Context: an optimization exercise on an open-source flow, tuned for small area, a short achievable clock period and few clock cycles per item. The choices shown serve that exercise and are no tape-out recipe.
At most, simulation tests tie the RTL to the original design; equivalence was not proved.
Power figures rest on the tool's default switching activity, not on a simulated workload.

Design page_table_leaf_ager, start of the top module:
module page_table_leaf_ager (
    input  logic              clk,
    input  logic              rst_n,
    input  logic              push,
    output logic              full,
    input  logic              entry_valid,
    input  logic              entry_accessed,
    input  logic [3:0]        entry_age,
    input  logic              last_entry,
    output logic              empty,
    input  logic              pop,
    output logic [3:0]        new_age,
    output logic              advanced,
    output logic [31:0]       bucket_count,
    output logic              region_done,
    output logic signed [4:0] region_old_max,
    output logic signed [4:0] region_new_max,
    output logic              region_moves,
    output logic [9:0]        aged_total
);
clock: 5.0 ns
lec_check: 0
abc_area: 1
cap_margin: 20
core_margin: 2
core_utilization: 40
cts_buf_list: sky130_fd_sc_hd__clkbuf_16
cts_cluster_diameter: 80
cts_cluster_size: 24
setup_slack_margin: 2.5
slew_margin: 20
standard.sh (not shown) runs the stock make flow with config.mk's settings and CLKGATE_MAP_FILE= SYNTH_SCRIPT=/design/flow/synth_recipe.tcl, a recipe that flattens the netlist after the stock synthesis.
==> flow/flow/run.sh <==
#!/bin/bash
# Layout flow: the standard ORFS flow (standard.sh, standard synthesis unchanged) with two
# changes to how the layout is made:
#  - port buffers are sky130_fd_sc_hd__buf_2 cells (the default pick is a slow delay cell);
#  - timing and design repair may resize a cell into one with a different footprint.
# Each tool's full output goes to a log file in this folder; ORFS keeps its own step logs
# under orfs/logs.
set -euo pipefail
bash standard.sh MATCH_CELL_FOOTPRINT=0 "BUFFER_PORTS_ARGS=-buffer_cell sky130_fd_sc_hd__buf_2" finish > flow_make.log 2>&1
Testbench counts at the start, summed over its fixed seeds: cycles 32,800, items 32,768.
Change:
--- a/flow/design.v
+++ b/flow/design.v
@@ -102,30 +102,36 @@
             q1_age  <= entry_age;
             q1_last <= last_entry;
         end
     end
     logic        x_acc, x_last, x_adv, x_mv;
     logic [3:0]  x_age, x_nage;
     logic [15:0] x_ra;     
     logic [15:0] x_rn;     
     logic [15:0] q_ra, q_rn;
+    logic        x_ra_z8, x_ra_nz;    
+    logic        x_rn_o8, x_rn_ns;    
     always_ff @(posedge clk)
     begin
         if (q_adv)
         begin
             x_acc  <= q0_acc;
             x_age  <= q0_age;
             x_nage <= q0_nage;
             x_last <= q0_last;
             x_adv  <= q0_aflag;
             x_mv   <= q0_move;
             x_ra   <= q_ra;
             x_rn   <= q_rn;
+            x_ra_z8 <= !(|q_ra[7:0]);
+            x_ra_nz <= |q_ra;
+            x_rn_o8 <= &q_rn[7:0];
+            x_rn_ns <= !(&q_rn);
         end
     end
     logic [15:0] x_age_is, x_inc_is;
     logic [15:0] dec_tog, inc_tog;
     logic [15:0] dec_val, inc_val;
     logic [15:0] x_bucket;
     logic [15:0] wr_pre, wr;
     logic [15:0] bus_even, bus_odd, bus_zero;
     always_comb
@@ -133,25 +139,27 @@
         for (int i = 0; i < 16; i++)
         begin
             x_age_is[i] = (x_age == i);
         end
         x_inc_is[0] = x_acc;
         for (int i = 1; i < 16; i++)
         begin
             x_inc_is[i] = !x_acc && x_age_is[i-1];
         end
-        for (int k = 0; k < 16; k++)
+        for (int k = 0; k < 8; k++)
         begin
-            dec_tog[k] = !(|(x_ra & ~(16'hffff << k)));
-            inc_tog[k] = &(x_rn | (16'hffff << k));
+            dec_tog[k]   = !(|(x_ra[7:0] & ~(8'hff << k)));
+            inc_tog[k]   = &(x_rn[7:0] | (8'hff << k));
+            dec_tog[k+8] = x_ra_z8 && !(|(x_ra[15:8] & ~(8'hff << k)));
+            inc_tog[k+8] = x_rn_o8 && (&(x_rn[15:8] | (8'hff << k)));
         end
-        dec_val  = x_ra ^ (dec_tog & {16{|x_ra}});
-        inc_val  = x_rn ^ (inc_tog & {16{!(&x_rn)}});
+        dec_val  = x_ra ^ (dec_tog & {16{x_ra_nz}});
+        inc_val  = x_rn ^ (inc_tog & {16{x_rn_ns}});
         x_bucket = x_mv ? inc_val : x_ra;
         wr_pre   = (x_age_is | x_inc_is) & {16{x_v && x_mv}};
         wr       = wr_pre & {16{fire_ok}};
         bus_zero = x_acc    ? inc_val : dec_val;
         bus_even = x_age[0] ? inc_val : dec_val;
         bus_odd  = x_age[0] ? dec_val : inc_val;
     end
     logic [15:0] hist [0:15];
     logic [15:0] hist_ok;
After rerunning:
- cell area is higher by 1.8%
- synthesized area increases by 2.6%
- utilization goes down by 0.42 points
- die area climbs by 2.6%
- clock skew goes down by 0.0049 ns
- routed wire length climbs by 1.1%
- total power increases by 6.2%
- clock-buffer cell count came out lower by 1
- clock power decreases by about 2%
- register-to-register slack degrades by 0.12 ns
Only the layout flow was run in the second run of this note; the RTL was not checked for function there.

---

== delta ==
The RTL this note starts from:
==> flow/design.v <==
module page_table_leaf_ager (
    input  logic              clk,
    input  logic              rst_n,
    input  logic              push,
    output logic              full,
    input  logic              entry_valid,
    input  logic              entry_accessed,
    input  logic [3:0]        entry_age,
    input  logic              last_entry,
    output logic              empty,
    input  logic              pop,
    output logic [3:0]        new_age,
    output logic              advanced,
    output logic [31:0]       bucket_count,
    output logic              region_done,
    output logic signed [4:0] region_old_max,
    output logic signed [4:0] region_new_max,
    output logic              region_moves,
    output logic [9:0]        aged_total
);
    logic full_reg;
    logic empty_reg;       
    logic q0_v, q1_v, x_v;
    logic qa0;             
    logic accept, fire_ok, x_fire, q_adv;
    assign accept  = push && !full_reg;
    assign fire_ok = empty_reg || pop;
    assign x_fire  = x_v && fire_ok;
    assign q_adv   = qa0 || (q0_v && pop);
    logic       q0_val, q0_acc, q0_last;
    logic [3:0] q0_age;
    logic       q1_val, q1_acc, q1_last;
    logic [3:0] q1_age;
    logic       qn_val, qn_acc, qn_last;
    logic [3:0] qn_age;
    logic       q0_load;
    logic [3:0] qn_nage;
    logic       qn_aflag, qn_move;
    logic [15:0] qn_age_is;
    logic [7:0] qn_esel, qn_osel;
    always_comb
    begin
        q0_load = q_adv || !q0_v;
        if (q0_v && q1_v)
        begin
            {qn_val, qn_acc, qn_age, qn_last} = {q1_val, q1_acc, q1_age, q1_last};
        end
        else
        begin
            {qn_val, qn_acc, qn_age, qn_last} = {entry_valid, entry_accessed, entry_age,
                                                 last_entry};
        end
        if (!qn_val)
        begin
            qn_nage = qn_age;
        end
        else if (qn_acc)
        begin
            qn_nage = 4'd0;
        end
        else if (qn_age != 4'd15)
        begin
            qn_nage = qn_age + 4'd1;
        end
        else
        begin
            qn_nage = 4'd15;
        end
        qn_aflag = qn_val && (qn_acc || (qn_age != 4'd15));
        qn_move  = qn_val && (qn_acc ? (qn_age != 4'd0) : (qn_age != 4'd15));
        for (int i = 0; i < 16; i++)
        begin
            qn_age_is[i] = (qn_age == i);
        end
        for (int j = 0; j < 8; j++)
        begin
            qn_esel[j] = qn_age_is[2*j] || ((j > 0) && qn_age_is[(2*j+15)%16]);
            qn_osel[j] = qn_age_is[2*j] || qn_age_is[2*j+1];
        end
    end
    logic [3:0] q0_nage;
    logic       q0_aflag, q0_move;
    logic [7:0] q0_esel, q0_osel;
    always_ff @(posedge clk)
    begin
        if (q0_load)
        begin
            q0_val   <= qn_val;
            q0_acc   <= qn_acc;
            q0_age   <= qn_age;
            q0_last  <= qn_last;
            q0_nage  <= qn_nage;
            q0_aflag <= qn_aflag;
            q0_move  <= qn_move;
            q0_esel  <= qn_esel;
            q0_osel  <= qn_osel;
        end
        if (accept && (q_adv ? q1_v : q0_v))
        begin
            q1_val  <= entry_valid;
            q1_acc  <= entry_accessed;
            q1_age  <= entry_age;
            q1_last <= last_entry;
        end
    end
    logic        x_acc, x_last, x_adv, x_mv;
    logic [3:0]  x_age, x_nage;
    logic [15:0] x_ra;     
    logic [15:0] x_rn;     
    logic [15:0] q_ra, q_rn;
    always_ff @(posedge clk)
    begin
        if (q_adv)
        begin
            x_acc  <= q0_acc;
            x_age  <= q0_age;
            x_nage <= q0_nage;
            x_last <= q0_last;
            x_adv  <= q0_aflag;
            x_mv   <= q0_move;
            x_ra   <= q_ra;
            x_rn   <= q_rn;
        end
    end
    logic [15:0] x_age_is, x_inc_is;
    logic [15:0] dec_tog, inc_tog;
    logic [15:0] dec_val, inc_val;
    logic [15:0] x_bucket;
    logic [15:0] wr_pre, wr;
    logic [15:0] bus_even, bus_odd, bus_zero;
    always_comb
    begin
        for (int i = 0; i < 16; i++)
        begin
            x_age_is[i] = (x_age == i);
        end
        x_inc_is[0] = x_acc;
        for (int i = 1; i < 16; i++)
        begin
            x_inc_is[i] = !x_acc && x_age_is[i-1];
        end
        for (int k = 0; k < 16; k++)
        begin
            dec_tog[k] = !(|(x_ra & ~(16'hffff << k)));
            inc_tog[k] = &(x_rn | (16'hffff << k));
        end
        dec_val  = x_ra ^ (dec_tog & {16{|x_ra}});
        inc_val  = x_rn ^ (inc_tog & {16{!(&x_rn)}});
        x_bucket = x_mv ? inc_val : x_ra;
        wr_pre   = (x_age_is | x_inc_is) & {16{x_v && x_mv}};
        wr       = wr_pre & {16{fire_ok}};
        bus_zero = x_acc    ? inc_val : dec_val;
        bus_even = x_age[0] ? inc_val : dec_val;
        bus_odd  = x_age[0] ? dec_val : inc_val;
    end
    logic [15:0] hist [0:15];
    logic [15:0] hist_ok;
    always_ff @(posedge clk)
    begin
        if (wr[0])
        begin
            hist[0] <= bus_zero;
        end
        for (int i = 1; i < 16; i++)
        begin
            if (wr[i])
            begin
                hist[i] <= (i % 2 == 0) ? bus_even : bus_odd;
            end
        end
    end
    always_ff @(posedge clk or negedge rst_n)
    begin
        if (!rst_n)
        begin
            hist_ok <= '0;
        end
        else
        begin
            hist_ok <= hist_ok | wr;
        end
    end
    logic       xn_mv, xn_acc;
    logic [3:0] xn_age, xn_incb;
    logic       qh_acc;
    logic [3:0] qh_age, qh_incb;
    logic       f_aa, f_ai, f_na, f_ni;    
    always_comb
    begin
        xn_mv   = q_adv ? q0_move : (x_v && x_mv && !x_fire);
        xn_acc  = q_adv ? q0_acc : x_acc;
        xn_age  = q_adv ? q0_age : x_age;
        xn_incb = xn_acc ? 4'd0 : (xn_age + 4'd1);
        qh_acc  = q0_load ? qn_acc : q0_acc;
        qh_age  = q0_load ? qn_age : q0_age;
        qh_incb = qh_acc ? 4'd0 : (qh_age + 4'd1);
    end
    always_ff @(posedge clk)
    begin
        f_aa <= xn_mv && (qh_age  == xn_age);
        f_ai <= xn_mv && (qh_age  == xn_incb);
        f_na <= xn_mv && (qh_incb == xn_age);
        f_ni <= xn_mv && (qh_incb == xn_incb);
    end
    logic [15:0] rd_e, rd_o, rd_a, rd_a1, rd_n;
    always_comb
    begin
        rd_e = '0;
        rd_o = '0;
        for (int j = 0; j < 8; j++)
        begin
            rd_e = rd_e | (hist[2*j]   & {16{q0_esel[j] && hist_ok[2*j]}});
            rd_o = rd_o | (hist[2*j+1] & {16{q0_osel[j] && hist_ok[2*j+1]}});
        end
        rd_a  = q0_age[0] ? rd_o : rd_e;
        rd_a1 = q0_age[0] ? rd_e : rd_o;
        rd_n  = q0_acc ? (hist[0] & {16{hist_ok[0]}}) : rd_a1;
        q_ra  = f_aa ? dec_val : (f_ai ? inc_val : rd_a);
        q_rn  = f_na ? dec_val : (f_ni ? inc_val : rd_n);
    end
    logic       closed;
    logic       any_v;
    logic [3:0] omax, nmax;
    logic [9:0] cnt;
    logic       b_any;
    logic [9:0] b_cnt;
    logic [9:0] cnt_tog;
    always_comb
    begin
        b_any = any_v && !closed;
        b_cnt = closed ? 10'd0 : cnt;
        for (int k = 0; k < 10; k++)
        begin
            cnt_tog[k] = &(b_cnt | (10'h3ff << k));
        end
    end
    always_ff @(posedge clk or negedge rst_n)
    begin
        if (!rst_n)
        begin
            closed <= 1'b1;
        end
        else if (q_adv)
        begin
            closed <= q0_last;
        end
    end
    always_ff @(posedge clk)
    begin
        if (q_adv)
        begin
            any_v <= b_any || q0_val;
            if (q0_val && (!b_any || (q0_age > omax)))
            begin
                omax <= q0_age;
            end
            if (q0_val && (!b_any || (q0_nage > nmax)))
            begin
                nmax <= q0_nage;
            end
            cnt <= b_cnt ^ (cnt_tog & {10{q0_aflag && !b_cnt[9]}});
        end
    end
    logic [42:0] x_res;
    logic [4:0]  x_om, x_nm;
    logic [42:0] o_res;
    assign x_om  = x_last ? (any_v ? {1'b0, omax} : 5'h1f) : 5'h00;
    assign x_nm  = x_last ? (any_v ? {1'b0, nmax} : 5'h1f) : 5'h00;
    assign x_res = {x_nage, x_adv, x_bucket, x_last, x_om, x_nm,
                    x_last && any_v && (omax != nmax), cnt};
    always_ff @(posedge clk)
    begin
        if (x_fire)
        begin
            o_res <= x_res;
        end
    end
    logic q0_v_n, q1_v_n, x_v_n, o_v_n;
    always_comb
    begin
        q0_v_n = q_adv ? (q1_v || accept) : (q0_v || accept);
        q1_v_n = q_adv ? (q1_v && accept) : (q1_v || (accept && q0_v));
        x_v_n  = q_adv || (x_v && !x_fire);
        o_v_n  = x_fire || (!empty_reg && !pop);
    end
    always_ff @(posedge clk or negedge rst_n)
    begin
        if (!rst_n)
        begin
            q0_v      <= 1'b0;
            q1_v      <= 1'b0;
            x_v       <= 1'b0;
            qa0       <= 1'b0;
            full_reg  <= 1'b0;
            empty_reg <= 1'b1;
        end
        else
        begin
            q0_v      <= q0_v_n;
            q1_v      <= q1_v_n;
            x_v       <= x_v_n;
            qa0       <= q0_v_n && (!x_v_n || !o_v_n);
            full_reg  <= q1_v_n;
            empty_reg <= !o_v_n;
        end
    end
    assign full  = full_reg;
    assign empty = empty_reg;
    assign {new_age, advanced, bucket_count[15:0], region_done, region_old_max,
            region_new_max, region_moves, aged_total} = o_res;
    assign bucket_count[31:16] = 16'd0;
endmodule
clock: 5.0 ns
lec_check: 0
abc_area: 1
cap_margin: 20
core_margin: 2
core_utilization: 40
cts_buf_list: sky130_fd_sc_hd__clkbuf_16
cts_cluster_diameter: 80
cts_cluster_size: 24
setup_slack_margin: 2.7
slew_margin: 20
Scripts as last shown in full above: flow/flow/run.sh
Testbench counts of delta, summed over its fixed seeds: cycles 32,800, items 32,768.
diff inputs: delta => gamma
--- a/flow/design.v
+++ b/flow/design.v
@@ -126,9 +126,10 @@
     logic [15:0] dec_tog, inc_tog;
     logic [15:0] dec_val, inc_val;
     logic [15:0] x_bucket;
     logic [15:0] wr_pre, wr;
-    logic [15:0] bus_even, bus_odd, bus_zero;
+    logic [15:0] bus_zero;
+    logic [15:0] bus_grp [0:3];
     always_comb
     begin
         for (int i = 0; i < 16; i++)
         begin
@@ -148,11 +149,13 @@
         inc_val  = x_rn ^ (inc_tog & {16{!(&x_rn)}});
         x_bucket = x_mv ? inc_val : x_ra;
         wr_pre   = (x_age_is | x_inc_is) & {16{x_v && x_mv}};
         wr       = wr_pre & {16{fire_ok}};
-        bus_zero = x_acc    ? inc_val : dec_val;
-        bus_even = x_age[0] ? inc_val : dec_val;
-        bus_odd  = x_age[0] ? dec_val : inc_val;
+        bus_zero = x_acc ? inc_val : dec_val;
+        bus_grp[0] = (|(x_inc_is & 16'h0054)) ? inc_val : dec_val;
+        bus_grp[1] = (|(x_inc_is & 16'h5500)) ? inc_val : dec_val;
+        bus_grp[2] = (|(x_inc_is & 16'h00aa)) ? inc_val : dec_val;
+        bus_grp[3] = (|(x_inc_is & 16'haa00)) ? inc_val : dec_val;
     end
     logic [15:0] hist [0:15];
     logic [15:0] hist_ok;
     always_ff @(posedge clk)
@@ -164,9 +167,9 @@
         for (int i = 1; i < 16; i++)
         begin
             if (wr[i])
             begin
-                hist[i] <= (i % 2 == 0) ? bus_even : bus_odd;
+                hist[i] <= bus_grp[(i % 2 == 0) ? ((i < 8) ? 0 : 1) : ((i < 8) ? 2 : 3)];
             end
         end
     end
     always_ff @(posedge clk or negedge rst_n)
@@ -179,29 +182,20 @@
         begin
             hist_ok <= hist_ok | wr;
         end
     end
-    logic       xn_mv, xn_acc;
-    logic [3:0] xn_age, xn_incb;
-    logic       qh_acc;
-    logic [3:0] qh_age, qh_incb;
+    logic [3:0] x_incb, q_incb;
+    logic       x_wm;
     logic       f_aa, f_ai, f_na, f_ni;    
     always_comb
     begin
-        xn_mv   = q_adv ? q0_move : (x_v && x_mv && !x_fire);
-        xn_acc  = q_adv ? q0_acc : x_acc;
-        xn_age  = q_adv ? q0_age : x_age;
-        xn_incb = xn_acc ? 4'd0 : (xn_age + 4'd1);
-        qh_acc  = q0_load ? qn_acc : q0_acc;
-        qh_age  = q0_load ? qn_age : q0_age;
-        qh_incb = qh_acc ? 4'd0 : (qh_age + 4'd1);
-    end
-    always_ff @(posedge clk)
-    begin
-        f_aa <= xn_mv && (qh_age  == xn_age);
-        f_ai <= xn_mv && (qh_age  == xn_incb);
-        f_na <= xn_mv && (qh_incb == xn_age);
-        f_ni <= xn_mv && (qh_incb == xn_incb);
+        x_wm   = x_v && x_mv;
+        x_incb = x_acc  ? 4'd0 : (x_age + 4'd1);
+        q_incb = q0_acc ? 4'd0 : (q0_age + 4'd1);
+        f_aa   = x_wm && (q0_age == x_age);
+        f_ai   = x_wm && (q0_age == x_incb);
+        f_na   = x_wm && (q_incb == x_age);
+        f_ni   = x_wm && (q_incb == x_incb);
     end
     logic [15:0] rd_e, rd_o, rd_a, rd_a1, rd_n;
     always_comb
     begin
Findings:
Compared to delta, gamma has internal power summed over all cells 41% lower.
| routed wire length | gamma vs delta | about 17% higher |
In gamma, final core utilization is higher than in delta.
Sort delta and gamma by multi-input gate share of the layout cell area, ascending, and delta comes first.
Diff delta -> gamma: critical path depth climbed 3; number of vias in the routed layout now sits higher; number of flip-flops and latches went down by 0.95%.
Lower number of clock buffers inserted by TritonCTS goes to delta over gamma.
Worst-case setup margin in the final layout: gamma > delta
The final worst hold slack of gamma is lower than that of delta.
Only the layout flow was run in gamma; the RTL was not checked for function there.

[re-timing with driven ports]
The results above use ideal ports. As a check the final layouts listed here were re-extracted and re-timed, cells and wires unchanged.
Step 1 (the two cells are an assumption about what drives the block):
set clk [get_ports {clk}]
set_driving_cell -lib_cell sky130_fd_sc_hd__clkbuf_16 $clk
set_driving_cell -lib_cell sky130_fd_sc_hd__buf_2 [delete_from_list [all_inputs] $clk]
Step 2 adds t to the input delays and takes it off the output delays; t is the mean of the earliest and latest rising clock arrival at the registers after step 1. Input paths then give back, and output paths get back, about the clock's delay inside the block.
a / b / c = ideal ports / drivers / drivers and shift; a / b = the first two.
run | t (ns) | setup WS [ns] | hold WS [ns] | latest minus earliest clock arrival (ns)
the first run of note 1 | 0.630 | 2.565 / 2.565 / 1.980 | 0.429 / 0.429 / 0.429 | 0.023 / 0.022
the second run of note 1 | 0.621 | 2.446 / 2.446 / 2.042 | 0.432 / 0.432 / 0.432 | 0.018 / 0.018
delta | 0.625 | 2.683 / 2.683 / 2.142 | 0.434 / 0.434 / 0.434 | 0.030 / 0.030
gamma | 0.653 | 2.720 / 2.687 / 2.296 | 0.429 / 0.429 / 0.429 | 0.024 / 0.023
After both steps setup and hold are still met in every run listed. For the first run of note 1, which loses most, drivers alone change the setup slack by 0.000 ns; drivers and shift together by -0.585 ns.
